This is an optimization exercise on Yosys and OpenROAD, whose aim is small area, a short achievable clock period and few clock cycles per item, not a production implementation. Where RTL was checked, it was by simulation tests only, not by an equivalence proof against the original.

## the baseline
## masked_sbox_pipe
module masked_sbox_pipe (
  input  logic        clk,
  input  logic        rst,
  input  logic        in_valid,
  output logic        in_ready,
  input  logic        in_encrypt,
  input  logic [31:0] in_a,
  input  logic [31:0] in_m,
  input  logic [31:0] in_n,
  input  logic        flush,
  output logic        out_valid,
  input  logic        out_ready,
  output logic [31:0] out_q,
  output logic [31:0] out_n,
  output logic        mask_err
);
Size in the first run: about 800 cells after synthesis, ~67 flip-flops, roughly 170 I/O pins.
==> module masked_sbox_pipe, before the edit <==
module masked_sbox_pipe (
  input  logic        clk,
  input  logic        rst,
  input  logic        in_valid,
  output logic        in_ready,
  input  logic        in_encrypt,
  input  logic [31:0] in_a,
  input  logic [31:0] in_m,
  input  logic [31:0] in_n,
  input  logic        flush,
  output logic        out_valid,
  input  logic        out_ready,
  output logic [31:0] out_q,
  output logic [31:0] out_n,
  output logic        mask_err
);
  logic        v, err, e_q, ld, zero;
  logic [31:0] t_d, t_q, n_q;
  logic [3:0] ld_l;
  assign ld = ld_l[0];
  rdy_gate u_rdy (.v(v), .r(out_ready), .f(flush), .y(in_ready));
  always_comb begin
    zero = 1'b0;
    for (int i = 0; i < 4; i++)
      zero = zero | (in_m[8*i +: 8] == 8'h00) | (in_n[8*i +: 8] == 8'h00);
  end
  for (genvar i = 0; i < 4; i++) begin : g_lane
    ld_gate  u_ld  (.v(v), .r(out_ready), .y(ld_l[i]));
    sbox_in  u_in  (.a(in_a[8*i +: 8]), .m(in_m[8*i +: 8]), .e(in_encrypt), .t(t_d[8*i +: 8]));
    sbox_out u_out (.tq(t_q[8*i +: 8]), .eq(e_q), .n(n_q[8*i +: 8]), .y(out_q[8*i +: 8]));
  end
  assign out_valid = v;
  assign out_n     = n_q;
  assign mask_err  = err;
  always_ff @(posedge clk or posedge rst) begin
    if (rst) begin
      v   <= 1'b0;
      err <= 1'b0;
    end else if (flush) begin
      v   <= 1'b0;
      err <= 1'b0;
    end else begin
      if (ld) v <= in_valid;
      if (in_valid & ld & zero) err <= 1'b1;
    end
  end
  always_ff @(posedge clk) begin
    if (ld) e_q <= in_encrypt;
  end
  for (genvar i = 0; i < 4; i++) begin : g_reg
    always_ff @(posedge clk) begin
      if (ld_l[i]) begin
        t_q[8*i +: 8] <= t_d[8*i +: 8];
        n_q[8*i +: 8] <= in_n[8*i +: 8];
      end
    end
  end
endmodule
==> module ld_gate, before the edit <==
module ld_gate (input logic v, input logic r, output logic y);
  assign y = ~v | r;
endmodule
==> module rdy_gate, before the edit <==
module rdy_gate (input logic v, input logic r, input logic f, output logic y);
  assign y = (~v | r) & ~f;
endmodule
clock: 27.0 ns
lec_check: 0
abc_clock_period_in_ps: 27000
cap_margin: 20
core_margin: 2
core_utilization: 40
slew_margin: 20
synth_hierarchical: 1
standard.sh (not shown) runs the stock make flow with config.mk's settings and CLKGATE_MAP_FILE= SYNTH_SCRIPT=/design/flow/synth_recipe.tcl, a recipe that flattens the netlist after the stock synthesis.
==> flow/flow/run.sh <==
#!/bin/bash
set -euo pipefail
export BUFFER_PORTS_ARGS="-buffer_cell sky130_fd_sc_hd__buf_1"
export CTS_ARGS="-sink_clustering_enable -repair_clock_nets -dont_use_dummy_load -buf_list sky130_fd_sc_hd__clkbuf_8"
bash standard.sh > standard_flow.log 2>&1
Testbench counts of the baseline, summed over its fixed seeds: cycles 4,104, items 4,096.
Relative to the baseline, the following input files were edited for the candidate:
--- a/flow/design.v
+++ b/flow/design.v
@@ -13,35 +13,35 @@
   output logic [31:0] out_q,
   output logic [31:0] out_n,
   output logic        mask_err
 );
-  logic        v, err, e_q, ld, zero;
+  logic        nv, err, e_q, ld, zero;
   logic [31:0] t_d, t_q, n_q;
   logic [3:0] ld_l;
   assign ld = ld_l[0];
-  rdy_gate u_rdy (.v(v), .r(out_ready), .f(flush), .y(in_ready));
+  rdy_gate u_rdy (.nv(nv), .r(out_ready), .f(flush), .y(in_ready));
   always_comb begin
     zero = 1'b0;
     for (int i = 0; i < 4; i++)
       zero = zero | (in_m[8*i +: 8] == 8'h00) | (in_n[8*i +: 8] == 8'h00);
   end
   for (genvar i = 0; i < 4; i++) begin : g_lane
-    ld_gate  u_ld  (.v(v), .r(out_ready), .y(ld_l[i]));
+    ld_gate  u_ld  (.nv(nv), .r(out_ready), .y(ld_l[i]));
     sbox_in  u_in  (.a(in_a[8*i +: 8]), .m(in_m[8*i +: 8]), .e(in_encrypt), .t(t_d[8*i +: 8]));
     sbox_out u_out (.tq(t_q[8*i +: 8]), .eq(e_q), .n(n_q[8*i +: 8]), .y(out_q[8*i +: 8]));
   end
-  assign out_valid = v;
+  assign out_valid = ~nv;
   assign out_n     = n_q;
   assign mask_err  = err;
   always_ff @(posedge clk or posedge rst) begin
     if (rst) begin
-      v   <= 1'b0;
+      nv  <= 1'b1;
       err <= 1'b0;
     end else if (flush) begin
-      v   <= 1'b0;
+      nv  <= 1'b1;
       err <= 1'b0;
     end else begin
-      if (ld) v <= in_valid;
+      if (ld) nv <= ~in_valid;
       if (in_valid & ld & zero) err <= 1'b1;
     end
   end
   always_ff @(posedge clk) begin
@@ -55,13 +55,13 @@
       end
     end
   end
 endmodule
-module ld_gate (input logic v, input logic r, output logic y);
-  assign y = ~v | r;
-endmodule
-module rdy_gate (input logic v, input logic r, input logic f, output logic y);
-  assign y = (~v | r) & ~f;
+module ld_gate (input logic nv, input logic r, output logic y);
+  assign y = nv | r;
+endmodule
+module rdy_gate (input logic nv, input logic r, input logic f, output logic y);
+  assign y = (nv | r) & ~f;
 endmodule
 module sbox_in (
   input  logic [7:0] a,
   input  logic [7:0] m,
### Flow results
Against the baseline as the reference, the candidate delivers a lower minimum clock period after layout.
Setup WNS the baseline -> the candidate: better
The final hold slack was comparable across the candidate and the baseline.
For share of synthesized area spent on multiplexers, the candidate and the baseline come out practically identical.
| die area | the candidate vs the baseline | ≈ equal |
Compared to the baseline, the candidate reaches a higher achievable clock.
Re sum of net half-perimeters after detailed placement: the baseline was lower than the candidate.
Compared to the baseline, the router laid down more metal wire for the candidate.
Testbench counts of the candidate, summed over its fixed seeds: cycles 4,104, items 4,096.

---

== job 101 ==
masked_sbox_pipe, a different RTL version from the one above (not shown whole).
Size in the first run: about 790 cells after synthesis, ~67 flip-flops, about 170 I/O pins, ~7700 um2 of cells after synthesis.
clock: 27.0 ns
lec_check: 0
abc_clock_period_in_ps: 27000
cap_margin: 20
core_margin: 2
core_utilization: 40
slew_margin: 20
synth_hierarchical: 1
Scripts as last shown in full above: flow/flow/run.sh
Testbench counts of job 101, summed over its fixed seeds: cycles 4,104, items 4,096.
--- input diff job 101..job 102 ---
diff --git a/flow/design.v b/flow/design.v
--- a/flow/design.v
+++ b/flow/design.v
@@ -102,25 +102,25 @@
   c_muxi g30 (.s(e), .a(s16), .b(s13), .y(t[3]));
   c_muxi g31 (.s(e), .a(s18), .b(s27), .y(t[4]));
   c_muxi g32 (.s(e), .a(s22), .b(s14), .y(t[5]));
   c_muxi g33 (.s(e), .a(s20), .b(s11), .y(t[6]));
   c_muxi g34 (.s(e), .a(s1), .b(s25), .y(t[7]));
 endmodule
 module sbox_out (
   input  logic [7:0] tq,
   input  logic eq,
   input  logic [7:0] n,
   output logic [7:0] y
 );
-  logic s42, s43, s46, s47, s48, s49, s50, s51, s52, s53, s55, s56, s58, s59, s60, s61, s63, s65, s66, s67, s68, s70, s178, s179, s180, s79, s181, s182, s183, s184, s81, s171, s185, s186, s173, s187, s188, s189, s190, s175, s83, s84, s85, s86, s87, s88, s89, s90, s91, s93, s94, s191, s95, s96, s97, s98, s100, s102, s103, s104, s106, s192, s108, s193, s110, s194, s111, s112, s113, s115, s116, s195, s117, s118, s119, s121, s123, s124, s126, s196, s128, s197, s129, s198, s130, s199, s131, s200, s201, s132, s133, s134, s135, s136, s137, s138, s139, s140, s141, s142, s143, s146, s148, s150, s153, s155, s202, s157, s203, s158, s160, s163, s204, s164, s167, s169;
+  logic s42, s43, s46, s47, s48, s49, s50, s51, s52, s53, s55, s56, s58, s59, s60, s61, s63, s65, s66, s67, s68, s70, s178, s179, s180, s79, s181, s182, s183, s184, s81, s171, s185, s186, s173, s187, s188, s189, s190, s175, s83, s84, s85, s86, s87, s88, s89, s90, s91, s93, s94, s191, s95, s96, s97, s98, s100, s102, s103, s104, s106, s192, s108, s193, s110, s194, s111, s112, s113, s115, s116, s195, s117, s118, s119, s121, s123, s124, s126, s196, s128, s197, s129, s198, s130, s199, s131, s200, s201, s132, s133, s134, s135, s136, s137, s138, s139, s140, s141, s142, s143, s146, s148, s150, s153, s155, s202, s157, s203, s158, s159, s160, s163, s204, s164, s165, s167, s169;
   logic [3:0] iv0;
   gf16inv h0 (.a({s175, s81, s173, s79}), .y(iv0));
   assign s83 = iv0[0];
   assign s84 = iv0[1];
   assign s85 = iv0[2];
   assign s86 = iv0[3];
   c_xor g0 (.a(tq[4]), .b(tq[0]), .y(s42));
   c_xor g1 (.a(tq[5]), .b(tq[1]), .y(s43));
   c_xor g2 (.a(tq[6]), .b(tq[4]), .y(s46));
   c_xor g3 (.a(tq[7]), .b(tq[5]), .y(s47));
   c_xor g4 (.a(tq[2]), .b(tq[0]), .y(s48));
   c_xor g5 (.a(tq[3]), .b(tq[1]), .y(s49));
@@ -215,38 +215,40 @@
   c_xnor g98 (.a(s128), .b(s137), .y(s141));
   c_xor g99 (.a(s111), .b(s135), .y(s142));
   c_xor g100 (.a(s132), .b(s142), .y(s143));
   c_xor g101 (.a(s108), .b(s134), .y(s146));
   c_xor g102 (.a(s132), .b(s146), .y(s148));
   c_muxi g103 (.s(eq), .a(s140), .b(s111), .y(s150));
   c_xnor g104 (.a(n[0]), .b(s150), .y(y[0]));
   c_muxi g105 (.s(eq), .a(s137), .b(s136), .y(s153));
   c_xnor g106 (.a(n[1]), .b(s153), .y(y[1]));
   c_muxi g107 (.s(eq), .a(s143), .b(s138), .y(s155));
   c_xnor g108 (.a(n[2]), .b(s155), .y(y[2]));
   c_xnor g109 (.a(n[3]), .b(s140), .y(s202));
-  c_xnor g110 (.a(s146), .b(s202), .y(s157));
+  c_xor g110 (.a(s146), .b(s202), .y(s157));
   c_xor g111 (.a(n[3]), .b(s142), .y(s203));
-  c_xor g112 (.a(s140), .b(s203), .y(s158));
-  c_muxi g113 (.s(eq), .a(s157), .b(s158), .y(y[3]));
+  c_xnor g112 (.a(s140), .b(s203), .y(s158));
+  c_muxi g113 (.s(eq), .a(s157), .b(s158), .y(s159));
   c_muxi g114 (.s(eq), .a(s134), .b(s139), .y(s160));
   c_xnor g115 (.a(n[4]), .b(s160), .y(y[4]));
-  c_xor g116 (.a(n[5]), .b(s132), .y(s163));
+  c_xnor g116 (.a(n[5]), .b(s132), .y(s163));
   c_xor g117 (.a(n[5]), .b(s130), .y(s204));
-  c_xnor g118 (.a(s204), .b(s143), .y(s164));
-  c_muxi g119 (.s(eq), .a(s163), .b(s164), .y(y[5]));
+  c_xor g118 (.a(s204), .b(s143), .y(s164));
+  c_muxi g119 (.s(eq), .a(s163), .b(s164), .y(s165));
   c_muxi g120 (.s(eq), .a(s133), .b(s148), .y(s167));
   c_xnor g121 (.a(n[6]), .b(s167), .y(y[6]));
   c_muxi g122 (.s(eq), .a(s135), .b(s141), .y(s169));
   c_xnor g123 (.a(n[7]), .b(s169), .y(y[7]));
+  c_inv g124 (.a(s159), .y(y[3]));
+  c_inv g125 (.a(s165), .y(y[5]));
 endmodule
 module gf16inv (input logic [3:0] a, output logic [3:0] y);
   logic [3:0] r;
   always_comb begin
     case (a)
       4'd0: r = 4'd0;
       4'd1: r = 4'd4;
       4'd2: r = 4'd12;
       4'd3: r = 4'd8;
       4'd4: r = 4'd1;
       4'd5: r = 4'd10;
       4'd6: r = 4'd14;
@@ -258,24 +260,27 @@
       4'd12: r = 4'd2;
       4'd13: r = 4'd7;
       4'd14: r = 4'd6;
       4'd15: r = 4'd15;
       default: r = 4'd0;
     endcase
   end
   assign y[0] = r[0];
   assign y[1] = r[1];
   assign y[2] = r[2];
   assign y[3] = r[3];
 endmodule
+module c_inv (input logic a, output logic y);
+  assign y = ~a;
+endmodule
 module c_muxi (input logic s, input logic a, input logic b, output logic y);
   assign y = ~(s ? a : b);
 endmodule
 module c_nand (input logic a, input logic b, output logic y);
   assign y = ~(a & b);
 endmodule
 module c_xnor (input logic a, input logic b, output logic y);
   assign y = ~(a ^ b);
 endmodule
 module c_xor (input logic a, input logic b, output logic y);
   assign y = a ^ b;
 endmodule
--- outcome ---
- Final cell count (job 102 over job 101): increase, 8
- Compared with job 101, in job 102 final design area excluding fillers now sits higher, area overhead of the layout relative to synthesis comparable, total nets after synthesis +about 0.9%, post-synthesis instance area went up, normalized max-slew margin decreased 8.5 points.
- Between job 102 and job 101, the difference in global-route usage is negligible.
Only the layout flow was run in job 102; the RTL was not checked for function there.

[port drivers added, routing unchanged]
How much do the figures lean on ideal ports? The routed layouts below were timed once more, with nothing changed but the port constraints.
Step 1 sets driving cells, clkbuf_16 on the clock port and buf_2 on the other inputs (assumed; they add their load-dependent delay and slew).
Step 2 times the ports against the registers' clock, not the clock port: input delays grow and output delays shrink by t, the midpoint of the rising clock arrivals with the driver on.
Three values: ideal ports, drivers, drivers and shift; two values: the first two.
| run | t (ns) | slack for setup (ns) | clock arrival spread, ns | worst slew at a driven data input, ns |
|---|---|---|---|---|
| the baseline | 0.382 | 15.656 / 15.588 / 15.588 | 0.017 / 0.017 | 0.07 |
| the candidate | 0.379 | 15.711 / 15.659 / 15.659 | 0.030 / 0.030 | 0.06 |
| job 101 | 0.394 | 15.706 / 15.672 / 15.700 | 0.023 / 0.023 | 0.05 |
| job 102 | 0.385 | 15.742 / 15.699 / 15.699 | 0.026 / 0.026 | 0.06 |
After both steps every run listed still meets setup and hold. For the baseline, which loses most, drivers alone change the setup slack by -0.068 ns; drivers and shift together by -0.068 ns.
